This is an optimization exercise on Yosys and OpenROAD, whose aim is a short achievable clock period and few clock cycles, not a production implementation. In this exercise RTL edits were held to simulation tests only and were not proved equivalent to the original. Power and IR drop assume default switching activity.

**standard.sh**
```bash
#!/bin/bash
# synth_recipe.tcl (not shown) runs the flow's synth.tcl, then flattens the netlist and writes it again
# the make line also repeats each setting of config.mk as NAME=value (left out here)
make -C /OpenROAD-flow-scripts/flow DESIGN_CONFIG=/design/flow/config.mk WORK_HOME=/design/flow/orfs CLKGATE_MAP_FILE= SYNTH_SCRIPT=/design/flow/synth_recipe.tcl "${@:-finish}"
```
**flow/run.sh**
```bash
#!/bin/bash
# The standard layout (standard.sh) with three changes, none to the flip-flops:
#  - Yosys's ABC maps the combinational logic with a delay-driven script
#    (abc_speed.script here) instead of ORFS's;
#  - adders are left to ABC rather than mapped to full-adder cells first
#    (ADDER_MAP_FILE empty);
#  - the port buffers are buf_8 cells instead of the smallest buffer.
# Every tool's output goes to the ORFS logs under orfs/logs; make's own
# output goes to orfs_make.log here.
set -euo pipefail
here=$(pwd)
rm -rf "$here/scripts_abc"
cp -r "$FLOW_HOME/scripts" "$here/scripts_abc"
chmod -R u+w "$here/scripts_abc"
cp "$here/flow/abc_speed.script" "$here/scripts_abc/abc_speed.script"
bash standard.sh SCRIPTS_DIR="$here/scripts_abc" ADDER_MAP_FILE= \
  BUFFER_PORTS_ARGS="-buffer_cell sky130_fd_sc_hd__buf_8" finish > "$here/orfs_make.log" 2>&1
```
**constraint.sdc**
```tcl
create_clock -name core_clock -period 6.0 [get_ports {Clock}]
set_input_delay 1.2000 -clock core_clock [delete_from_list [all_inputs] [get_ports {Clock}]]
set_output_delay 1.2000 -clock core_clock [all_outputs]
set_load 0.01 [all_outputs]
```
**flow/abc_speed.script**
```
strash
if -g
strash
dch -f
map -D 1000
topo
buffer -c
upsize -c
dnsize -c
```
**design.v**
```verilog
package cpu_pkg;
  localparam int XLEN_DEFAULT = 32;
  localparam logic [5:0] OP_RTYPE = 6'h00;
  localparam logic [5:0] OP_ADDI  = 6'h08;
  localparam logic [5:0] OP_LW    = 6'h23;
  localparam logic [5:0] OP_SW    = 6'h2B;
  localparam logic [5:0] OP_BEQ   = 6'h04;
  localparam logic [5:0] OP_J     = 6'h02;
  localparam logic [5:0] FN_ADD = 6'h20;
  localparam logic [5:0] FN_SUB = 6'h22;
  localparam logic [5:0] FN_AND = 6'h24;
  localparam logic [5:0] FN_OR  = 6'h25;
  localparam logic [5:0] FN_SLT = 6'h2A;
  function automatic logic is_legal(input logic [5:0] op, input logic [5:0] fn);
    case (op)
      OP_RTYPE:                            is_legal = (fn == FN_ADD) || (fn == FN_SUB) || (fn == FN_AND)
                                                   || (fn == FN_OR) || (fn == FN_SLT);
      OP_ADDI, OP_LW, OP_SW, OP_BEQ, OP_J: is_legal = 1'b1;
      default:                             is_legal = 1'b0;
    endcase
  endfunction
  function automatic logic sum_eq(input logic [31:0] p, input logic [31:0] q,
                                  input logic cin, input logic [31:0] k);
    logic [31:0] c, g;
    c = k ^ p ^ q;
    g = (p & q) | ((p | q) & c);
    sum_eq = (c[0] == cin) && (c[31:1] == g[30:0]);
  endfunction
  function automatic logic [31:0] ks_add(input logic [31:0] a, input logic [31:0] b,
                                         input logic cin);
    logic [31:0] g, p, gn, pn, c;
    g = a & b;
    p = a ^ b;
    g[0] = g[0] | (p[0] & cin);
    for (int d = 1; d < 32; d = d * 2) begin
      gn = g;
      pn = p;
      for (int i = d; i < 32; i++) begin
        gn[i] = g[i] | (p[i] & g[i-d]);
        pn[i] = p[i] & p[i-d];
      end
      g = gn;
      p = pn;
    end
    c = {g[30:0], cin};
    ks_add = a ^ b ^ c;
  endfunction
endpackage
module regfile #(
  parameter int XLEN = 32,
  parameter int NREG = 32
) (
  input  logic            clk,
  input  logic            rst_n,
  input  logic [4:0]      raddr1,
  input  logic [4:0]      raddr2,
  output logic [XLEN-1:0] rdata1,
  output logic [XLEN-1:0] rdata2,
  input  logic            we,
  input  logic [4:0]      waddr,
  input  logic [XLEN-1:0] wdata
);
  logic [XLEN-1:0] regs [32];
  logic [31:0]     valid;
  genvar gi;
  generate
    for (gi = 0; gi < 32; gi++) begin : g_reg
      if (gi > 0 && gi < NREG) begin : g_impl
        logic [XLEN-1:0] q_reg;
        logic            v_reg;
        always_ff @(posedge clk) begin
          if (we && waddr == 5'(gi))
            q_reg <= wdata;
        end
        always_ff @(posedge clk) begin
          if (!rst_n)
            v_reg <= 1'b0;
          else if (we && waddr == 5'(gi))
            v_reg <= 1'b1;
        end
        assign regs[gi]  = q_reg;
        assign valid[gi] = v_reg;
      end else begin : g_zero
        assign regs[gi]  = '0;
        assign valid[gi] = 1'b0;
      end
    end
  endgenerate
  assign rdata1 = valid[raddr1] ? regs[raddr1] : '0;
  assign rdata2 = valid[raddr2] ? regs[raddr2] : '0;
endmodule
module multicycle_cpu #(
  parameter int              XLEN     = cpu_pkg::XLEN_DEFAULT,
  parameter int              NREG     = 32,
  parameter logic [XLEN-1:0] RESET_PC = '0
) (
  input  logic              Clock,
  input  logic              Reset,
  output logic              imem_req,
  output logic [XLEN-1:0]   imem_addr,
  input  logic              imem_ready,
  input  logic [31:0]       imem_rdata,
  output logic              dmem_req,
  output logic              dmem_we,
  output logic [XLEN-1:0]   dmem_addr,
  output logic [XLEN-1:0]   dmem_wdata,
  input  logic              dmem_ready,
  input  logic [XLEN-1:0]   dmem_rdata,
  output logic [XLEN-1:0]   Result,
  output logic [XLEN-1:0]   Addr,
  output logic              retire,
  output logic              halted
);
  logic [XLEN-1:0] pc_reg;
  logic            fetch_en;       
  logic            hreg;           
  logic            halted_reg;
  logic            v2, halt2, res2, lw2, sw2, beq2, inv2, addi2;
  logic            selsum2, seland2, selor2, selslt2;
  logic [XLEN-1:0] pc2, tgt2, a2, b2;
  logic [4:0]      rs2, rt2, dest2;
  logic [15:0]     imm2;
  logic            m3a, m3b;       
  logic            same2;          
  logic            hz2;            
  logic            v3, res3, lw3, sw3, wr3, cin3;
  logic            selsum3, seland3, selor3, selslt3;
  logic            lt3;            
  logic            ret_nm3, ret_m3;  
  logic [XLEN-1:0] pc3, a3, bx3, addr3;
  logic [4:0]      dest3;
  logic [XLEN-1:0] res_reg;        
  logic            wr4;            
  logic [4:0]      dest4;
  logic [XLEN-1:0] wd3;            
  logic [XLEN-1:0] pcp4, jtgt1, tgt1, rdata1, rdata2;
  logic [5:0]      op1, fn1;
  logic [4:0]      rs1, rt1, rd1, dest1;
  logic            r1, addi1, lw1, sw1, beq1, j1, legal1;
  assign pcp4  = {cpu_pkg::ks_add({2'b00, pc_reg[XLEN-1:2]}, 32'd0, 1'b1), 2'b00};
  assign op1   = imem_rdata[31:26];
  assign fn1   = imem_rdata[5:0];
  assign rs1   = imem_rdata[25:21];
  assign rt1   = imem_rdata[20:16];
  assign rd1   = imem_rdata[15:11];
  assign jtgt1 = {pcp4[XLEN-1:28], imem_rdata[25:0], 2'b00};
  logic [31:0] tgtc1;
  assign tgtc1 = cpu_pkg::ks_add({2'b00, pc_reg[XLEN-1:2]},
                                 {{(XLEN-14){imem_rdata[15]}}, imem_rdata[15:0]}, 1'b1);
  assign tgt1  = {tgtc1[XLEN-3:0], 2'b00};
  assign legal1 = cpu_pkg::is_legal(op1, fn1);
  assign r1     = (op1 == cpu_pkg::OP_RTYPE);
  assign addi1  = (op1 == cpu_pkg::OP_ADDI);
  assign lw1    = (op1 == cpu_pkg::OP_LW);
  assign sw1    = (op1 == cpu_pkg::OP_SW);
  assign beq1   = (op1 == cpu_pkg::OP_BEQ);
  assign j1     = (op1 == cpu_pkg::OP_J);
  assign dest1  = r1 ? rd1 : ((addi1 || lw1) ? rt1 : 5'd0);
  logic [XLEN-1:0] sum3, alu3, wval3;
  logic            dstall, done3;
  assign sum3  = cpu_pkg::ks_add(a3, bx3, cin3);
  assign alu3  = ({XLEN{selsum3}} & sum3)
               | ({XLEN{seland3}} & (a3 & bx3))
               | ({XLEN{selor3}}  & (a3 | bx3))
               | {{(XLEN-1){1'b0}}, selslt3 & lt3};
  assign wval3 = lw3 ? dmem_rdata : alu3;
  assign dstall = ret_m3 && !dmem_ready;
  assign done3  = v3 && !dstall;
  regfile #(.XLEN(XLEN), .NREG(NREG)) u_regfile (
    .clk    (Clock),
    .rst_n  (Reset),
    .raddr1 (rs1),
    .raddr2 (rt1),
    .rdata1 (rdata1),
    .rdata2 (rdata2),
    .we     (wr4),
    .waddr  (dest4),
    .wdata  (res_reg)
  );
  logic [XLEN-1:0] sext2, addr2;
  logic            hold2, adv2, eqa2, eqb2, eq2, taken2;
  assign sext2 = {{(XLEN-16){imm2[15]}}, imm2};
  assign addr2 = cpu_pkg::ks_add(a2, sext2, 1'b0);
  logic            lt2;
  logic [XLEN-1:0] sa2, sb2;
  assign sa2 = m3a ? dmem_rdata : a2;
  assign sb2 = m3b ? dmem_rdata : b2;
  assign lt2 = $signed(sa2) < $signed(sb2);
  assign hold2 = v2 && hz2;
  assign adv2  = !dstall && !hold2 && !(v2 && halt2);
  function automatic logic s3_eq(input logic [XLEN-1:0] y);
    s3_eq = 1'b0;
    if (seland3) s3_eq = ((a3 & bx3) == y);
    if (selor3)  s3_eq = ((a3 | bx3) == y);
    if (selslt3) s3_eq = (y[XLEN-1:1] == '0) && (y[0] == lt3);
    if (selsum3) s3_eq = cpu_pkg::sum_eq(a3, bx3, cin3, y);
  endfunction
  assign eqa2 = s3_eq(b2);
  assign eqb2 = s3_eq(a2);
  assign eq2 = same2 || (m3a && eqa2) || (m3b && eqb2) || (!m3a && !m3b && a2 == b2);
  assign taken2 = v2 && beq2 && eq2 && !hold2 && !dstall;
  logic z2, z2_ok, res1, taken1;
  always_comb begin
    z2 = 1'b0;
    if (seland2) z2 = ((a2 & b2) == '0);
    if (selor2)  z2 = ((a2 | b2) == '0);
    if (selslt2) z2 = !($signed(a2) < $signed(b2));   
    if (selsum2) z2 = addi2 ? cpu_pkg::sum_eq(a2, sext2, 1'b0, '0)
                     : (inv2 ? (a2 == b2) : cpu_pkg::sum_eq(a2, b2, 1'b0, '0));
  end
  assign z2_ok  = v2 && dest2 != 5'd0
               && (seland2 || selor2 || selsum2 || selslt2) && !m3a && (addi2 || !m3b);
  assign res1   = beq1 && z2_ok && ((rt1 == 5'd0 && rs1 == dest2) || (rs1 == 5'd0 && rt1 == dest2));
  assign taken1 = res1 && z2;
  logic fetch1;
  logic v2_n, halt2_n, v3_n, mem3_n, hreg_n;
  assign fetch1  = fetch_en && imem_ready;
  assign v2_n    = adv2 ? (fetch1 && !taken2) : v2;
  assign halt2_n = adv2 ? !legal1 : halt2;
  assign v3_n    = dstall ? v3 : (adv2 && v2);
  assign mem3_n  = adv2 ? (lw2 || sw2) : (lw3 || sw3);
  assign hreg_n  = hreg || (v2 && halt2 && !dstall);
  logic m3a_n, m3b_n;
  assign m3a_n = v2 && dest2 != 5'd0 && dest2 == rs1;
  assign m3b_n = v2 && dest2 != 5'd0 && dest2 == rt1 && (r1 || sw1 || beq1);
  logic byp_a1, byp_b1, bypw_a1, bypw_b1, cap_a2, cap_b2;
  logic [XLEN-1:0] rd_a1, rd_b1;
  assign byp_a1  = wr3 && !dstall && dest3 == rs1;
  assign byp_b1  = wr3 && !dstall && dest3 == rt1;
  assign bypw_a1 = wr4 && dest4 == rs1;
  assign bypw_b1 = wr4 && dest4 == rt1;
  assign rd_a1   = bypw_a1 ? res_reg : rdata1;
  assign rd_b1   = bypw_b1 ? res_reg : rdata2;
  assign cap_a2 = m3a && !dstall;
  assign cap_b2 = m3b && !dstall;
  always_ff @(posedge Clock) begin
    if (!Reset) begin
      pc_reg     <= RESET_PC;
      fetch_en   <= 1'b1;
      hreg       <= 1'b0;
      halted_reg <= 1'b0;
      v2 <= 1'b0; halt2 <= 1'b0;
      m3a <= 1'b0; m3b <= 1'b0; hz2 <= 1'b0;
      v3 <= 1'b0; wr3 <= 1'b0; lw3 <= 1'b0; sw3 <= 1'b0; wr4 <= 1'b0;
      ret_nm3 <= 1'b0; ret_m3 <= 1'b0;
      res_reg <= '0;
    end else begin
      hreg       <= hreg_n;
      halted_reg <= hreg_n || (v2_n && halt2_n && !(v3_n && mem3_n));
      v2         <= v2_n;
      v3         <= v3_n;
      ret_nm3    <= v3_n && !mem3_n;
      ret_m3     <= v3_n && mem3_n;
      if (done3 && res3) res_reg <= wval3;
      wr4 <= wr3 && !dstall;
      if (adv2) begin
        lw3   <= lw2;
        sw3   <= sw2;
        wr3   <= v2 && dest2 != 5'd0;
        halt2 <= !legal1;
        m3a   <= m3a_n;
        m3b   <= m3b_n;
        hz2   <= ((lw1 || sw1) && m3a_n) || (beq1 && !res1 && lw2 && (m3a_n || m3b_n))
              || (r1 && fn1 == cpu_pkg::FN_SLT && !lw2 && (m3a_n || m3b_n));
      end else if (!dstall) begin
        wr3 <= 1'b0;
        m3a <= 1'b0;
        m3b <= 1'b0;
        hz2 <= 1'b0;
      end
      if (taken2)
        pc_reg <= tgt2;
      else if (adv2 && fetch1) begin
        pc_reg <= j1 ? jtgt1 : (taken1 ? tgt1 : pcp4);
        if (!legal1) fetch_en <= 1'b0;
      end
    end
  end
  always_ff @(posedge Clock) begin
    if (adv2) begin
      res3    <= res2;
      cin3    <= inv2;
      selsum3 <= selsum2;
      seland3 <= seland2;
      selor3  <= selor2;
      selslt3 <= selslt2;
      lt3     <= lt2;
      pc3     <= pc2;
      dest3   <= dest2;
      addr3   <= addr2;
      wd3     <= m3b ? wval3 : b2;
    end
    dest4 <= dest3;
    a3  <= m3a ? wval3 : a2;
    bx3 <= m3b ? (wval3 ^ {XLEN{inv2}}) : (addi2 ? sext2 : (b2 ^ {XLEN{inv2}}));
    if (adv2) begin
      res2    <= legal1 && (r1 || addi1 || lw1);
      lw2     <= lw1;
      sw2     <= sw1;
      beq2    <= beq1 && !res1;
      same2   <= rs1 == rt1;
      addi2   <= addi1;
      inv2    <= r1 && fn1 == cpu_pkg::FN_SUB;
      selsum2 <= addi1 || (r1 && (fn1 == cpu_pkg::FN_ADD || fn1 == cpu_pkg::FN_SUB));
      seland2 <= r1 && fn1 == cpu_pkg::FN_AND;
      selor2  <= r1 && fn1 == cpu_pkg::FN_OR;
      selslt2 <= r1 && fn1 == cpu_pkg::FN_SLT;
      pc2     <= pc_reg;
      tgt2    <= tgt1;
      rs2     <= rs1;
      rt2     <= rt1;
      dest2   <= dest1;
      imm2    <= imem_rdata[15:0];
      a2      <= byp_a1 ? wval3 : rd_a1;
      b2      <= byp_b1 ? wval3 : rd_b1;
    end else begin
      if (cap_a2) a2 <= wval3;
      if (cap_b2) b2 <= wval3;
    end
  end
  assign imem_req   = Reset && fetch_en;
  assign imem_addr  = pc_reg;
  assign dmem_req   = Reset && ret_m3;
  assign dmem_we    = sw3;
  assign dmem_addr  = addr3;
  assign dmem_wdata = wd3;
  assign retire = ret_nm3 || (ret_m3 && dmem_ready);
  assign Addr   = pc3;
  assign Result = res_reg;
  assign halted = halted_reg;
endmodule
```
**config.mk**
```make
export PLATFORM = sky130hd
export DESIGN_NAME = multicycle_cpu
export DESIGN_NICKNAME = multicycle_cpu
export VERILOG_FILES = /design/flow/design.v
export SDC_FILE = /design/flow/constraint.sdc
export NUM_CORES = 4
export LEC_CHECK = 0
export CAP_MARGIN = 20
export CORE_AREA = 2.3 2.72 382.26 383.52
export DIE_AREA = 0 0 386.24 386.24
export PLACE_DENSITY = 0.6
export SETUP_SLACK_MARGIN = 3.2
export SLEW_MARGIN = 20
```
==> impl_metrics.toml, run 1 <==
[power]
pwr-share-comb_pct = 33.1
clock_power_share_pct = 30.1
power_switching_uw = 12000
pwr-share-seq_pct = 36.8
p_int_uw = 20500
p_sw_share_pct = 37.0
cellPowerDensity_nw_per_um2 = 323
cellLeakagePower_uw = 0.0371
ir_worst_vdd_mv = 0.331

[global_routing]
grt.total_usage_pct = 51.1
first_global_vias = 71900
grt_pass1_wl_um = 537000
antenna_found_initial = 21
grt.overflow.total = 0
grt_max_degree = 69

[setup_path]
cp-start-kind = "flip-flop"
worstPathArrival_ns = 4.08
crit_required_ns = 6.71
path_max_fanout = 7
path_class = "reg2reg"
worstSetupEndpointType = "flip-flop"

[logic_synthesis]
yosysUniqueCellTypes = 77
ys.flop_type = "edfxtp_1"
ys_ff_latch = 1431
seq_area_frac_synth_pct = 54.8
netlist_area_um2 = 75200
yosysTopAreaCellShare_pct = 50.1
synth_edf_count = 1254
yosysWarnings = 3
synth_area_leaders = "edfxtp_1 50%, a22oi_1 7.2%, nand2_1 6.3%"
synth_largest_area_cell = "edfxtp_1"
ys_async_sr_fraction_pct = 0
syn_area_per_cell_um2 = 9.58
netlist_instances = 7843

[sta]
fin_hold_ws_ns = 0.415
rsz0062_at_grt = "yes"
slew-limit-headroom_pct = 5.43
finalSetupViolations = 0
fin_crit_sh_pct = 56.3
fmax_mhz = 296
tightest_slew_ns = 1.42
slew_viol_final = 0
clock_skew_ns = 0.0533
setup-tns-final_ns = 0
min_period_ns = 3.38
finalHoldViolations = 0

[run]
cap_violations = 0

[status]
outcome = "complete, no violations"

[clocking]
clock_sinks = 1431
cts_hold_buf = 0
clk_path_buf_depth = 3
cts-root-buf = "clkbuf_16"
cts_tree = "yes"
cts-buffers-inserted = 151
h-tree-depth = 4
clk_latency_ns = 0.87
cts.reportedPaths.clkPinSlew_ns = 0.06

[finish]
final_cells = 10700
layout-drive-gt1-share_pct = 27.0
nets = 8764
syn_to_final_growth_pct = 34.0
fin_area_um2 = 101000
utilization_pct = 69.6
fillers = 10300
largest_reg_flops = 992

[placed_design]
place_congestion = 1.14
postPlaceCellArea_um2 = 81900
port_buffers = 228
dp_hpwl_um = 256000
placed_cells = 9825

[floorplanning]
start_util_pct = 51.9
ios = 233
die_h_um = 386
num_rows = 140
die_area_um2 = 149000
coreArea_um2 = 145000
chipWidth_um = 386

[route]
wirelength_um = 409000
drc = 0
drt_iter0_markers = 15600
routed_via_density = 7.43
first_pass_iters = 13
wl_per_cell_um = 38.0
vias = 79800
antenna_left = 0

[min_path]
hold_class = "reg2reg"
## layer usage
metal / global-route usage, % / part of all wire, % / wire, um
met1: 62.0 / 32 / 130000
met2: 73.4 / 40 / 164000
met3: 18.4 / 16 / 65700
met4: 40.7 / 12 / 48600
met5: 0.292 / 0.039 / 158
## power groups by stage
stage | combinational, uW | sequential [uW] | clock, uW
2_1_floorplan | 4260 | 11900 | 0
3_3_place_gp | 7660 | 12200 | 0
3_5_place_dp | 7660 | 12300 | 0
4_1_cts | 9510 | 11900 | 9710
5_1_grt | 10900 | 12000 | 10100
6_report | 10800 | 11900 | 9790
## worst max-delay path, cell delays in order (launching register included)
cell and delay (ns):
edfxtp_1 0.46, buf_4 0.23, nand2_1 0.08, nand2_1 0.07, a22oi_2 0.25, o211a_1 0.18
nand4_1 0.25, nor2_4 0.44, nand4_1 0.16, nand4_1 0.12, buf_6 0.15, buf_6 0.12
nand2_8 0.07, buf_12 0.17, buf_8 0.13, nand3_4 0.21, o22ai_2 0.12
## what timing repair did
action                                  in CTS  in global routing
buffers inserted                           402                169
resized for setup                         1198                588
pin swaps                                  220                243
cloned                                      37                 27
endpoints found under the setup margin     275                243
endpoints found under the hold margin        0                  0
## synthesized netlist by cell type (all sizes together) (14+ instances only)
| library cell | instances |
|---|---|
| nand2 | 1257 |
| edfxtp | 1254 |
| a22oi | 721 |
| inv | 682 |
| nor2 | 662 |
| o21ai | 551 |
| nand3 | 339 |
| nand4 | 319 |
| a21oi | 304 |
| clkbuf | 221 |
| buf | 203 |
| dfxtp | 177 |
| o22ai | 152 |
| a221oi | 124 |
| nor3 | 112 |
| a31oi | 64 |
| xor2 | 63 |
| o211ai | 51 |
| nand3b | 43 |
| o41ai | 42 |
| nor4 | 38 |
| o2111ai | 37 |
| o221ai | 35 |
| xnor2 | 34 |
| o21a | 32 |
| and2 | 31 |
| o21bai | 30 |
| o2111a | 28 |
| a22o | 25 |
| a2111oi | 18 |
| a211oi | 17 |
| a2bb2oi | 16 |
| o31ai | 16 |
| or2 | 16 |
| a21boi | 14 |
## cell families (layout without fill, tap and decap cells)
family	after synthesis	count (layout)	synth area share [%]
AO/OA/AOI/OAI	2366	2367	21.3
XOR/XNOR	97	97	1.13
buffers and inverters	1113	2081	6.00
flip-flops	1431	1431	54.8
other	1	13	0.00499
AND/OR/NAND/NOR	2835	2839	16.8
## cell type report
| cell class | instances | area [um2] | area share (%) |
|---|---|---|---|
| inverters | 689 | 2990 | 2.97 |
| clock inverters | 95 | 1160 | 1.15 |
| multi-input cells | 5307 | 35000 | 34.7 |
| clock buffers | 181 | 3940 | 3.91 |
| diodes | 9 | 22.5 | 0.0224 |
| well taps | 1917 | 2400 | 2.38 |
| repair inverters | 6 | 67.6 | 0.0671 |
| flip-flops and latches | 1431 | 41400 | 41.1 |
| repair buffers | 1110 | 13800 | 13.7 |
## final timing paths
check / startpoint / end / slack, ns / cells past startpoint
setup / recovery: b2[28]$_DFFE_PP_ / pc_reg[21]$_SDFFE_PN0P_ / 2.62 / 16
hold reg to reg: pc2[30]$_DFFE_PP_ / pc3[30]$_DFFE_PP_ / 0.42 / 0
setup reg to reg: b2[28]$_DFFE_PP_ / pc_reg[21]$_SDFFE_PN0P_ / 2.62 / 16
hold / removal: pc2[30]$_DFFE_PP_ / pc3[30]$_DFFE_PP_ / 0.42 / 0
## stage by stage
| step | power, uW | setup WS, ns |
|---|---|---|
| 2_1_floorplan | 16100 | -0.288 |
| 3_3_place_gp | 19900 | 0.310 |
| 3_5_place_dp | 19900 | 0.866 |
| 4_1_cts | 31100 | 2.98 |
| 5_1_grt | 33000 | 2.64 |
| 6_report | 32500 | 2.62 |
## cell usage in the layout (no fill, tap or decap), types with 30 or more instances in the layout
cell,instances
dfxtp_2,45
nor2_4,87
o21a_1,32
nor3_2,33
a221oi_1,71
inv_1,570
xor2_1,62
a22oi_1,642
a21oi_1,266
a31oi_1,57
nand4_1,316
edfxtp_1,1254
clkinvlp_4,58
o211ai_1,51
nand2_2,66
o21ai_0,340
a22oi_2,79
nor2_2,61
dfxtp_1,103
nor2_1,514
o21ai_2,58
a221oi_2,42
nand3_1,295
buf_6,129
nand2_1,1128
o22ai_1,123
buf_12,153
buf_4,518
inv_2,36
clkbuf_16,174
nor3_1,51
o21ai_1,134
a21oi_2,30
xnor2_1,33
nand3b_1,43
buf_8,250
nand2_4,52
Testbench counts, summed over its fixed seeds: cycles 16,229.
==> run 2: changes to the inputs <==
--- a/design.v
+++ b/design.v
@@ -189,3 +189,5 @@
   assign hold2 = v2 && hz2;
-  assign adv2  = !dstall && !hold2 && !(v2 && halt2);
+  logic adv2n;
+  assign adv2n = !hold2 && !(v2 && halt2);
+  assign adv2  = adv2n && !dstall;
   function automatic logic s3_eq(input logic [XLEN-1:0] y);
@@ -200,3 +202,5 @@
   assign eq2 = same2 || (m3a && eqa2) || (m3b && eqb2) || (!m3a && !m3b && a2 == b2);
-  assign taken2 = v2 && beq2 && eq2 && !hold2 && !dstall;
+  logic taken2n;
+  assign taken2n = v2 && beq2 && eq2 && !hold2;
+  assign taken2  = taken2n && !dstall;
   logic z2, z2_ok, res1, taken1;
@@ -217,7 +221,7 @@
   assign fetch1  = fetch_en && imem_ready;
-  assign v2_n    = adv2 ? (fetch1 && !taken2) : v2;
-  assign halt2_n = adv2 ? !legal1 : halt2;
-  assign v3_n    = dstall ? v3 : (adv2 && v2);
-  assign mem3_n  = adv2 ? (lw2 || sw2) : (lw3 || sw3);
-  assign hreg_n  = hreg || (v2 && halt2 && !dstall);
+  assign v2_n    = adv2n ? (fetch1 && !taken2n) : v2;
+  assign halt2_n = adv2n ? !legal1 : halt2;
+  assign v3_n    = adv2n && v2;
+  assign mem3_n  = adv2n ? (lw2 || sw2) : (lw3 || sw3);
+  assign hreg_n  = hreg || (v2 && halt2);
   logic m3a_n, m3b_n;
@@ -227,4 +231,4 @@
   logic [XLEN-1:0] rd_a1, rd_b1;
-  assign byp_a1  = wr3 && !dstall && dest3 == rs1;
-  assign byp_b1  = wr3 && !dstall && dest3 == rt1;
+  assign byp_a1  = wr3 && dest3 == rs1;
+  assign byp_b1  = wr3 && dest3 == rt1;
   assign bypw_a1 = wr4 && dest4 == rs1;
@@ -246,2 +250,4 @@
       res_reg <= '0;
+    end else if (dstall) begin
+      wr4 <= 1'b0;
     end else begin
@@ -253,5 +259,5 @@
       ret_m3     <= v3_n && mem3_n;
-      if (done3 && res3) res_reg <= wval3;
-      wr4 <= wr3 && !dstall;
-      if (adv2) begin
+      if (v3 && res3) res_reg <= wval3;
+      wr4 <= wr3;
+      if (adv2n) begin
         lw3   <= lw2;
@@ -264,3 +270,3 @@
               || (r1 && fn1 == cpu_pkg::FN_SLT && !lw2 && (m3a_n || m3b_n));
-      end else if (!dstall) begin
+      end else begin
         wr3 <= 1'b0;
@@ -270,5 +276,5 @@
       end
-      if (taken2)
+      if (taken2n)
         pc_reg <= tgt2;
-      else if (adv2 && fetch1) begin
+      else if (adv2n && fetch1) begin
         pc_reg <= j1 ? jtgt1 : (taken1 ? tgt1 : pcp4);
--- a/config.mk
+++ b/config.mk
@@ -11,3 +11,3 @@
 export PLACE_DENSITY = 0.6
-export SETUP_SLACK_MARGIN = 3.2
+export SETUP_SLACK_MARGIN = 2.9
 export SLEW_MARGIN = 20
==> impl_metrics.toml, run 2 <==
[route]
met1_length_um = 127000
top_layer = "met5"
wirelength_um = 395000
vias = 77100
first_pass_iters = 13
drc = 0
drt_iter0_markers = 14600
wl_per_cell_um = 37.9
dr_wl_met3_um = 61400
dr_wl_met2_um = 164000
routed_via_density = 7.40
antenna_left = 0

[placed_design]
place_congestion = 1.12
dp_hpwl_um = 262000
port_buffers = 228
place_ws_ns = 0.890

[setup_path]
worstSetupEndpointType = "flip-flop"
worstPathArrival_ns = 4.26
path_max_fanout = 15
crit_required_ns = 6.79
r2r_slack_ns = 2.53
path_class = "reg2reg"
cp-start-kind = "flip-flop"

[finish]
layout-drive-gt1-share_pct = 18.8
syn_to_final_growth_pct = 23.3
layout_common_cells = "1,254 x edfxtp_1, 1,235 x nand2_1, 668 x a22oi_1"
largest_reg_flops = 992
utilization_pct = 64.0
layout_commonest_cell = "edfxtp_1"
nets = 8402

[logic_synthesis]
ys.flop_type = "edfxtp_1"
synth_area_leaders = "edfxtp_1 50%, a22oi_1 6.7%, nand2_1 6.6%"
synth_top_family_by_area = "compound AO/OA/AOI/OAI gates"
synth.area.mux_share_pct = 0
netlist_area_um2 = 75100
synth_fa_ha_area_share_pct = 0.0133
yosysTopAreaCellShare_pct = 50.1
yosysUniqueCellTypes = 81
yosysWarnings = 3
seq_area_frac_synth_pct = 54.8
yosys-top-cells-count = "1,317 x nand2_1, 1,254 x edfxtp_1, 674 x a22oi_1"
synth_edf_count = 1254
ys_ff_latch = 1431
synth_compound_area_share_pct = 21.6
synth-xor-area-share_pct = 1.08
netlist_instances = 7853
synth_largest_area_cell = "edfxtp_1"
synth-simple-area-share_pct = 16.6
ys_async_sr_fraction_pct = 0
syn_area_per_cell_um2 = 9.57
yosysMostFrequentCell = "nand2_1"

[global_routing]
grt.total_usage_pct = 51.4
first_global_vias = 71000
grt.overflow.total = 0
grt_pass1_wl_um = 536000
antenna_found_initial = 28
grt_max_degree = 161

[sta]
finalSetupViolations = 0
slew_viol_final = 0
tightest_slew_ns = 1.15
fmax_mhz = 288
finalHoldViolations = 0
setup-tns-final_ns = 0
postLayoutSetupSlackWorst_ns = 2.53
min_period_ns = 3.47
rsz0062_at_grt = "yes"
fin_crit_sh_pct = 57.8
slew-limit-headroom_pct = 23.0
clock_skew_ns = 0.0481

[clocking]
h-tree-depth = 4
clock_sinks = 1431
cts-buffers-inserted = 152
cts.reportedPaths.clkPinSlew_ns = 0.07
clk_latency_ns = 0.86
cts-root-buf = "clkbuf_16"
clk_path_buf_depth = 3
cts_tree = "yes"

[run]
cap_violations = 0

[floorplanning]
start_util_pct = 51.9
chipWidth_um = 386
ios = 233
die_h_um = 386
die_area_um2 = 149000
coreArea_um2 = 145000
num_rows = 140

[power]
cellLeakagePower_uw = 0.0340
ir_worst_vdd_mv = 0.330
cellPowerDensity_nw_per_um2 = 350

[min_path]
hold_class = "reg2reg"

[status]
outcome = "complete, no violations"
## run 2: critical path, stage by stage (launching register included)
cell and delay, ns:
edfxtp_1 0.38, buf_4 0.20, buf_12 0.16, nand2_1 0.26, o2111ai_1 0.53, nor4_1 0.36, nand4_1 0.14, a21oi_1 0.16
o21bai_1 0.14, nand4_4 0.19, nand2_4 0.09, a21oi_4 0.26, buf_4 0.18, buf_16 0.17, nand4_1 0.10, nand2_1 0.06
## run 2: layer usage
| metal | up-vias | global-route usage (%) |
|---|---|---|
| li1 | 30500 | - |
| met1 | 36300 | 58.9 |
| met2 | 7847 | 74.1 |
| met3 | 2488 | 22.1 |
| met4 | 16 | 43.2 |
| met5 | - | 0.747 |
## run 2: layout make-up
cell class                      instances  area [um2]
Timing Repair Buffer                  738        8450
Multi-Input combinational cell       5310       32300
Sequential cell                      1431       41200
Fill cell                           11600       52000
Inverter                              699        2850
Clock buffer                          196        4080
Tap cell                             1917        2400
Clock inverter                         87        1240
Timing Repair inverter                  2        12.5
Antenna cell                           37        92.6
## run 2: timing repair
action / in CTS / in global routing
setup buffers: 164 / 55
hold buffers: 0 / 0
pin swaps: 28 / 60
cloned: 8 / 4
resized for setup: 436 / 314
setup endpoints to repair: 220 / 182
## run 2: final timing paths
kind,start,end,cells past startpoint
setup / recovery,b2[5]$_DFFE_PP_,pc_reg[3]$_SDFFE_PN0P_,15
hold / removal,dest3[0]$_DFFE_PP_,dest4[0]$_DFF_P_,0
setup reg to reg,b2[5]$_DFFE_PP_,pc_reg[3]$_SDFFE_PN0P_,15
hold reg to reg,dest3[0]$_DFFE_PP_,dest4[0]$_DFF_P_,0
## run 2: power breakdown
group          total (uW)  internal [uW]  switching (uW)
Sequential          12000          11400             606
Clock               10100           5760            4330
Combinational       10300           3250            7040
## run 2: cells by family after synthesis
logic type	count (synthesis)
buffers and inverters	1116
DFF	1431
AOI/OAI and AO/OA	2387
other	1
xor gates and xnor gates	93
adders and majority gates	1
and+or+nand+nor	2824
## run 2: through the flow
stage,std cells,total power (uW),area [um2],hold WS [ns]
finish,10400,32400,92600,0.388
global route,10400,33000,92600,0.401
CTS,10300,31300,90700,0.386
detailed placement,9865,20600,82100,0.372
global placement,9865,20600,82100,0.363
floorplan,7856,16500,75300,0.348
Testbench counts of run 2, summed over its fixed seeds: cycles 16,229.
==> run 3: changes to the inputs <==
--- a/design.v
+++ b/design.v
@@ -54,4 +54,4 @@
   input  logic            rst_n,
-  input  logic [4:0]      raddr1,
-  input  logic [4:0]      raddr2,
+  input  logic [31:0]     rsel1,
+  input  logic [31:0]     rsel2,
   output logic [XLEN-1:0] rdata1,
@@ -63,3 +63,2 @@
   logic [XLEN-1:0] regs [32];
-  logic [31:0]     valid;
   genvar gi;
@@ -69,18 +68,11 @@
         logic [XLEN-1:0] q_reg;
-        logic            v_reg;
-        always_ff @(posedge clk) begin
-          if (we && waddr == 5'(gi))
-            q_reg <= wdata;
-        end
         always_ff @(posedge clk) begin
           if (!rst_n)
-            v_reg <= 1'b0;
+            q_reg <= '0;
           else if (we && waddr == 5'(gi))
-            v_reg <= 1'b1;
+            q_reg <= wdata;
         end
-        assign regs[gi]  = q_reg;
-        assign valid[gi] = v_reg;
+        assign regs[gi] = q_reg;
       end else begin : g_zero
-        assign regs[gi]  = '0;
-        assign valid[gi] = 1'b0;
+        assign regs[gi] = '0;
       end
@@ -88,4 +80,10 @@
   endgenerate
-  assign rdata1 = valid[raddr1] ? regs[raddr1] : '0;
-  assign rdata2 = valid[raddr2] ? regs[raddr2] : '0;
+  always_comb begin
+    rdata1 = '0;
+    rdata2 = '0;
+    for (int i = 1; i < 32; i++) begin
+      rdata1 = rdata1 | ({XLEN{rsel1[i]}} & regs[i]);
+      rdata2 = rdata2 | ({XLEN{rsel2[i]}} & regs[i]);
+    end
+  end
 endmodule
@@ -135,17 +133,26 @@
   logic [XLEN-1:0] wd3;            
-  logic [XLEN-1:0] pcp4, jtgt1, tgt1, rdata1, rdata2;
+  logic            vD;             
+  logic [31:0]     ir1;            
+  logic [XLEN-1:0] pc1, tgt1;      
+  logic [31:0]     rsel1, rsel2;   
+  logic [XLEN-1:0] pcp4, jtgtF, tgtF;
+  logic            fetchF, jF, legalF;
+  assign pcp4   = {cpu_pkg::ks_add({2'b00, pc_reg[XLEN-1:2]}, 32'd0, 1'b1), 2'b00};
+  assign fetchF = fetch_en && imem_ready;
+  assign jF     = (imem_rdata[31:26] == cpu_pkg::OP_J);
+  assign legalF = cpu_pkg::is_legal(imem_rdata[31:26], imem_rdata[5:0]);
+  assign jtgtF  = {pcp4[XLEN-1:28], imem_rdata[25:0], 2'b00};
+  logic [31:0] tgtcF;
+  assign tgtcF = cpu_pkg::ks_add({2'b00, pc_reg[XLEN-1:2]},
+                                 {{(XLEN-14){imem_rdata[15]}}, imem_rdata[15:0]}, 1'b1);
+  assign tgtF  = {tgtcF[XLEN-3:0], 2'b00};
+  logic [XLEN-1:0] rdata1, rdata2;
   logic [5:0]      op1, fn1;
   logic [4:0]      rs1, rt1, rd1, dest1;
-  logic            r1, addi1, lw1, sw1, beq1, j1, legal1;
-  assign pcp4  = {cpu_pkg::ks_add({2'b00, pc_reg[XLEN-1:2]}, 32'd0, 1'b1), 2'b00};
-  assign op1   = imem_rdata[31:26];
-  assign fn1   = imem_rdata[5:0];
-  assign rs1   = imem_rdata[25:21];
-  assign rt1   = imem_rdata[20:16];
-  assign rd1   = imem_rdata[15:11];
-  assign jtgt1 = {pcp4[XLEN-1:28], imem_rdata[25:0], 2'b00};
-  logic [31:0] tgtc1;
-  assign tgtc1 = cpu_pkg::ks_add({2'b00, pc_reg[XLEN-1:2]},
-                                 {{(XLEN-14){imem_rdata[15]}}, imem_rdata[15:0]}, 1'b1);
-  assign tgt1  = {tgtc1[XLEN-3:0], 2'b00};
+  logic            r1, addi1, lw1, sw1, beq1, legal1;
+  assign op1   = ir1[31:26];
+  assign fn1   = ir1[5:0];
+  assign rs1   = ir1[25:21];
+  assign rt1   = ir1[20:16];
+  assign rd1   = ir1[15:11];
   assign legal1 = cpu_pkg::is_legal(op1, fn1);
@@ -156,3 +163,2 @@
   assign beq1   = (op1 == cpu_pkg::OP_BEQ);
-  assign j1     = (op1 == cpu_pkg::OP_J);
   assign dest1  = r1 ? rd1 : ((addi1 || lw1) ? rt1 : 5'd0);
@@ -171,4 +177,4 @@
     .rst_n  (Reset),
-    .raddr1 (rs1),
-    .raddr2 (rt1),
+    .rsel1  (rsel1),
+    .rsel2  (rsel2),
     .rdata1 (rdata1),
@@ -218,6 +224,7 @@
   assign taken1 = res1 && z2;
-  logic fetch1;
+  logic advFn, advF;
   logic v2_n, halt2_n, v3_n, mem3_n, hreg_n;
-  assign fetch1  = fetch_en && imem_ready;
-  assign v2_n    = adv2n ? (fetch1 && !taken2n) : v2;
+  assign advFn   = adv2n || !vD;
+  assign advF    = advFn && !dstall;
+  assign v2_n    = adv2n ? (vD && !taken2n) : v2;
   assign halt2_n = adv2n ? !legal1 : halt2;
@@ -245,3 +252,3 @@
       halted_reg <= 1'b0;
-      v2 <= 1'b0; halt2 <= 1'b0;
+      vD <= 1'b0; v2 <= 1'b0; halt2 <= 1'b0;
       m3a <= 1'b0; m3b <= 1'b0; hz2 <= 1'b0;
@@ -276,7 +283,16 @@
       end
-      if (taken2n)
-        pc_reg <= tgt2;
-      else if (adv2n && fetch1) begin
-        pc_reg <= j1 ? jtgt1 : (taken1 ? tgt1 : pcp4);
-        if (!legal1) fetch_en <= 1'b0;
+      if (taken2n) begin
+        pc_reg   <= tgt2;
+        vD       <= 1'b0;
+        fetch_en <= 1'b1;
+      end else if (adv2n && vD && taken1) begin
+        pc_reg   <= tgt1;
+        vD       <= 1'b0;
+        fetch_en <= 1'b1;
+      end else if (advFn) begin
+        vD <= fetchF;
+        if (fetchF) begin
+          pc_reg <= jF ? jtgtF : pcp4;
+          if (!legalF) fetch_en <= 1'b0;
+        end
       end
@@ -285,2 +301,9 @@
   always_ff @(posedge Clock) begin
+    if (advF) begin
+      ir1   <= imem_rdata;
+      pc1   <= pc_reg;
+      tgt1  <= tgtF;
+      rsel1 <= 32'd1 << imem_rdata[25:21];
+      rsel2 <= 32'd1 << imem_rdata[20:16];
+    end
     if (adv2) begin
@@ -313,3 +336,3 @@
       selslt2 <= r1 && fn1 == cpu_pkg::FN_SLT;
-      pc2     <= pc_reg;
+      pc2     <= pc1;
       tgt2    <= tgt1;
@@ -318,3 +341,3 @@
       dest2   <= dest1;
-      imm2    <= imem_rdata[15:0];
+      imm2    <= ir1[15:0];
       a2      <= byp_a1 ? wval3 : rd_a1;
--- a/config.mk
+++ b/config.mk
@@ -11,3 +11,3 @@
 export PLACE_DENSITY = 0.6
-export SETUP_SLACK_MARGIN = 2.9
+export SETUP_SLACK_MARGIN = 3.2
 export SLEW_MARGIN = 20
==> impl_metrics.toml, run 3 <==
[logic_synthesis]
synth_largest_area_cell = "dfxtp_1"
netlist_area_um2 = 83700
yosysMostFrequentCell = "a21oi_1"
netlist_instances = 11200
synth_area_leaders = "dfxtp_1 27%, edfxtp_1 15%, a21oi_1 8.5%"
yosys-top-cells-count = "1,416 x a21oi_1, 1,414 x inv_1, 1,365 x o21ai_0"
seq_area_frac_synth_pct = 42.2
yosysWarnings = 3
yosysUniqueCellTypes = 90
synth_edf_count = 416
ys.flop_type = "dfxtp_1"
syn_area_per_cell_um2 = 7.44
ys_async_sr_fraction_pct = 0
ys_ff_latch = 1555
yosysTopAreaCellShare_pct = 27.3

[global_routing]
grt_max_degree = 277
grt.total_usage_pct = 74.1
grt.overflow.total = 44
antenna_found_initial = 85

[sta]
worst-ep-kind = "register data pin"
postGrtWorstEndpoint = "pc_reg[16]$_SDFFE_PN0P_/D"

[floorplanning]
start_util_pct = 57.8
die_h_um = 386
chipWidth_um = 386
num_rows = 140
ios = 233

[status]
outcome = "stopped before the end"
failed_stage = "global routing"
stop_error = "[ERROR GRT-0232] Routing congestion too high. Check the congestion heatmap in the GUI."

[placed_design]
port_buffers = 228
place_congestion = 1.18
placed_cells = 12900
postPlaceCellArea_um2 = 88700
dp_hpwl_um = 320000

[clocking]
clk_path_buf_depth = 3
h-tree-depth = 4
cts-root-buf = "clkbuf_16"
clock_sinks = 1555
cts-buffers-inserted = 164
cts_hold_buf = 0
-- run 3: changes by cell type after synthesis, moves of 63 or more --
cell / before / now
a221oi_1: 177 / 114
nand3_1: 299 / 424
o21ai_0: 507 / 1365
inv_1: 637 / 1414
nand2_1: 1317 / 1100
edfxtp_1: 1254 / 416
dfxtp_1: 177 / 1139
a21oi_1: 341 / 1416
clkbuf_1: 258 / 652
nor2_1: 629 / 714
o22ai_1: 113 / 728
a22oi_1: 674 / 123
nor4_1: 41 / 128
-- run 3: routing by layer --
metal / GRT usage [%] / overflow
met3: 58.9 / 2
met1: 79.6 / 4
met5: 34.5 / 0
met2: 88.0 / 22
met4: 63.9 / 16
-- run 3: cell families after synthesis --
| family | Yosys count | share of synthesized area, % |
|---|---|---|
| flops | 1555 | 42.2 |
| simple gates | 2970 | 16.1 |
| xor+xnor | 101 | 1.06 |
| compound gates | 4314 | 30.0 |
| fa+ha+maj | 1 | 0.0120 |
| other cells | 1 | 0.00448 |
| mux | 2 | 0.0239 |
| buf+inv | 2304 | 10.7 |
-- run 3: power groups by stage --
stage	combinational, uW	sequential (uW)	clock [uW]
4_1_cts	5790	11700	10800
3_5_place_dp	4890	12000	0
3_3_place_gp	4890	12000	0
2_1_floorplan	2610	11700	0
-- run 3: timing repair --
item	in CTS
cloned	13
resized for setup	1101
endpoints found under the hold margin	0
buffers inserted	342
pin swaps	142
setup endpoints to repair	548
-- run 3: worst max path at each step --
stage,from,end,slack (ns),cells after the start
after floorplan,dmem_ready,a2[0]$_DFFE_PP_,0.19,8
after global placement,a2[23]$_DFFE_PP_,pc_reg[31]$_SDFFE_PN0P_,1.13,14
after detailed placement,a2[23]$_DFFE_PP_,pc_reg[6]$_SDFFE_PN0P_,1.36,14
after CTS,a2[28]$_DFFE_PP_,pc_reg[5]$_SDFFE_PN0P_,2.74,16
-- run 3: per-stage QoR --
stage	setup WS, ns	hold WS [ns]	utilization (%)
after floorplan	0.189	0.348	-
after global placement	1.13	0.364	61.3
after CTS	2.74	0.395	70.3
after detailed placement	1.36	0.384	61.3
Testbench counts of run 3, summed over its fixed seeds: cycles 16,907.
==> run 4: changes to the inputs <==
--- a/design.v
+++ b/design.v
@@ -63,2 +63,3 @@
   logic [XLEN-1:0] regs [32];
+  logic [31:0]     valid;
   genvar gi;
@@ -68,11 +69,18 @@
         logic [XLEN-1:0] q_reg;
+        logic            v_reg;
+        always_ff @(posedge clk) begin
+          if (we && waddr == 5'(gi))
+            q_reg <= wdata;
+        end
         always_ff @(posedge clk) begin
           if (!rst_n)
-            q_reg <= '0;
+            v_reg <= 1'b0;
           else if (we && waddr == 5'(gi))
-            q_reg <= wdata;
+            v_reg <= 1'b1;
         end
-        assign regs[gi] = q_reg;
+        assign regs[gi]  = q_reg;
+        assign valid[gi] = v_reg;
       end else begin : g_zero
-        assign regs[gi] = '0;
+        assign regs[gi]  = '0;
+        assign valid[gi] = 1'b0;
       end
@@ -80,2 +88,5 @@
   endgenerate
+  logic [31:0] sel1, sel2;
+  assign sel1 = rsel1 & valid;
+  assign sel2 = rsel2 & valid;
   always_comb begin
@@ -84,4 +95,4 @@
     for (int i = 1; i < 32; i++) begin
-      rdata1 = rdata1 | ({XLEN{rsel1[i]}} & regs[i]);
-      rdata2 = rdata2 | ({XLEN{rsel2[i]}} & regs[i]);
+      rdata1 = rdata1 | ({XLEN{sel1[i]}} & regs[i]);
+      rdata2 = rdata2 | ({XLEN{sel2[i]}} & regs[i]);
     end
--- a/config.mk
+++ b/config.mk
@@ -8,4 +8,4 @@
 export CAP_MARGIN = 20
-export CORE_AREA = 2.3 2.72 382.26 383.52
-export DIE_AREA = 0 0 386.24 386.24
+export CORE_AREA = 2.3 2.72 436.54 437.92
+export DIE_AREA = 0 0 440.64 440.64
 export PLACE_DENSITY = 0.6
==> impl_metrics.toml, run 4 <==
[sta]
finalHoldViolations = 0
tightest_slew_ns = 1.14
clock_skew_ns = 0.0689
slew_viol_final = 0
rsz0062_at_grt = "yes"
fmax_mhz = 272
min_period_ns = 3.68
finalSetupViolations = 0
slew-limit-headroom_pct = 23.8
postLayoutSetupSlackWorst_ns = 2.32
setup-tns-final_ns = 0
fin_crit_sh_pct = 61.3

[power]
ir_worst_vdd_mv = 0.303
cellPowerDensity_nw_per_um2 = 273
pwr-share-comb_pct = 20.7
p_sw_share_pct = 31.4
power_switching_uw = 9480
pwr-share-seq_pct = 42.8
p_int_uw = 20700
cellLeakagePower_uw = 0.0433
clock_power_share_pct = 36.5

[placed_design]
place_ws_ns = 1.26
placed_cells = 11300
port_buffers = 228
place_congestion = 1.06
dp_hpwl_um = 336000

[floorplanning]
start_util_pct = 43.4
ios = 233
chipWidth_um = 441
die_area_um2 = 194000
num_rows = 160
die_h_um = 441
coreArea_um2 = 189000

[clocking]
h-tree-depth = 4
clk_latency_ns = 0.90
cts_tree = "yes"
cts-root-buf = "clkbuf_16"
cts.reportedPaths.clkPinSlew_ns = 0.06
clk_path_buf_depth = 3
clock_sinks = 1586
cts-buffers-inserted = 170

[finish]
layout-drive-gt1-share_pct = 28.4
nets = 9685
largest_reg_flops = 992
syn_to_final_growth_pct = 34.8
final_cells = 12300
fillers = 15800
layout_commonest_cell = "nand2_1"
layout_common_cells = "1,414 x nand2_1, 1,408 x edfxtp_1, 622 x buf_4"

[status]
outcome = "complete, no violations"

[global_routing]
grt.overflow.total = 0
grt_pass1_wl_um = 654000
grt_max_degree = 155
antenna_found_initial = 30
grt.total_usage_pct = 49.2
first_global_vias = 78200

[logic_synthesis]
synth_largest_area_cell = "edfxtp_1"
netlist_instances = 8671
ys_ff_latch = 1586
yosys-top-cells-count = "1,622 x nand2_1, 1,408 x edfxtp_1, 772 x nor2_1"
ys_async_sr_fraction_pct = 0
yosysMostFrequentCell = "nand2_1"
yosysUniqueCellTypes = 85
netlist_area_um2 = 82100
ys.flop_type = "edfxtp_1"
seq_area_frac_synth_pct = 55.9
yosysWarnings = 3
synth_edf_count = 1408
syn_area_per_cell_um2 = 9.46
synth_area_leaders = "edfxtp_1 52%, nand2_1 7.4%, a22oi_1 4.4%"
yosysTopAreaCellShare_pct = 51.5

[run]
cap_violations = 0

[setup_path]
cp-start-kind = "flip-flop"
path_class = "reg2reg"
crit_required_ns = 6.74
worstSetupEndpointType = "flip-flop"
path_max_fanout = 10
worstPathArrival_ns = 4.41

[route]
vias = 85400
drc = 0
wirelength_um = 498000
drt_iter0_markers = 16200
routed_via_density = 6.95
wl_per_cell_um = 40.5
first_pass_iters = 14
antenna_left = 0

[min_path]
hold_class = "reg2reg"
## run 4: worst paths after layout
check / start / endpoint / slack (ns) / cells past startpoint
worst max-delay path: a2[31]$_DFFE_PP_ / pc_reg[16]$_SDFFE_PN0P_ / 2.32 / 16
worst min-delay path: dest3[1]$_DFFE_PP_ / dest4[1]$_DFF_P_ / 0.39 / 0
worst max register to register: a2[31]$_DFFE_PP_ / pc_reg[16]$_SDFFE_PN0P_ / 2.32 / 16
worst min register to register: dest3[1]$_DFFE_PP_ / dest4[1]$_DFF_P_ / 0.39 / 0
## run 4: repair_timing
item	CTS	global route
hold endpoints to repair	0	0
gates cloned	26	17
resized for setup	1546	697
setup endpoints to repair	365	438
pin swaps	299	325
buffers inserted	408	189
hold buffers	0	0
## run 4: critical path, cell delays in order, from the launching register on
cell and delay [ns]:
edfxtp_1 0.35, buf_6 0.24, inv_6 0.15, nor3_4 0.26, nand4_1 0.18, o41ai_4 0.10, nand4_1 0.57, nor3_4 0.35
buf_6 0.17, o211a_4 0.19, a31oi_4 0.10, buf_6 0.17, o21ai_4 0.18, buf_6 0.15, buf_12 0.12, nand4_1 0.09
o211a_1 0.14
## run 4: area by class of cell
class                           count  area (um2)  area share, %
Clock buffer                      225        4630           4.19
Clock inverter                     93        1090          0.986
Antenna cell                       18        45.0         0.0407
Inverter                          722        3140           2.84
Timing Repair inverter              2        20.0         0.0181
Tap cell                         2511        3140           2.84
Timing Repair Buffer             1205       13900           12.5
Sequential cell                  1586       46100           41.7
Multi-Input combinational cell   5930       38600           34.9
## run 4: logic make-up after synthesis
group,share of synthesized area (%)
buffers and inverters,5.59
other,0.00457
flip-flops,55.9
AND/OR/NAND/NOR,19.6
AO/OA/AOI/OAI,17.8
XOR/XNOR,1.19
adder cells (fa/ha/maj),0.0244
## run 4: power groups by stage
stage,logic (uW),registers (uW),clock network (uW)
after floorplan,2350,12900,0
after global placement,4720,13200,0
after detailed placement,4690,13200,0
after CTS,5600,12900,11000
after global routing,6380,13000,11400
final,6250,12900,11000
## run 4: routing by layer
| metal | part of all wire [%] | GRT usage, % | wire length (um) | up-vias |
|---|---|---|---|---|
| met2 | 42 | 71.4 | 207000 | 8078 |
| met5 | 0.086 | 1.07 | 430 | - |
| met1 | 33 | 57.9 | 164000 | 41000 |
| met4 | 11 | 42.1 | 55200 | 20 |
| li1 | - | - | - | 34000 |
| met3 | 14 | 17.6 | 72100 | 2249 |
## run 4: per-stage QoR
step / power [uW] / cell area (um2) / util (%) / hold slack [ns]
2_1_floorplan: 15300 / 82300 / - / 0.348
3_3_place_gp: 17900 / 90000 / 47.6 / 0.387
3_5_place_dp: 17900 / 90000 / 47.6 / 0.365
4_1_cts: 29500 / 106000 / 56.0 / 0.386
5_1_grt: 30700 / 111000 / 58.5 / 0.398
6_report: 30200 / 111000 / 58.5 / 0.392
Testbench counts of run 4, summed over its fixed seeds: cycles 16,907.

[separate check: timing with driven ports]
In the flow no input, the clock included, has a driving cell. The finished layouts below were timed again as built, in two steps. Step 1 assumes that a clkbuf_16 drives the clock port and a buf_2 every other input. Step 2 times the ports against the registers' clock, not the clock port: input delays grow and output delays shrink by t, the midpoint of the rising clock arrivals with the driver on. a / b / c = ideal / step 1 / step 2; a / b = the first two.
run	t (ns)	setup slack, ns	worst setup path at the end	pins driven straight from the clock port
run 1	0.928	2.623 / 2.623 / 1.711	input to register	1
run 2	0.924	2.531 / 2.531 / 1.778	input to register	1
run 4	0.964	2.325 / 2.325 / 2.212	input to register	1
After both steps setup and hold are still met in every run listed. For run 1, which loses most, drivers alone change the setup slack by 0.000 ns; drivers and shift together by -0.912 ns.
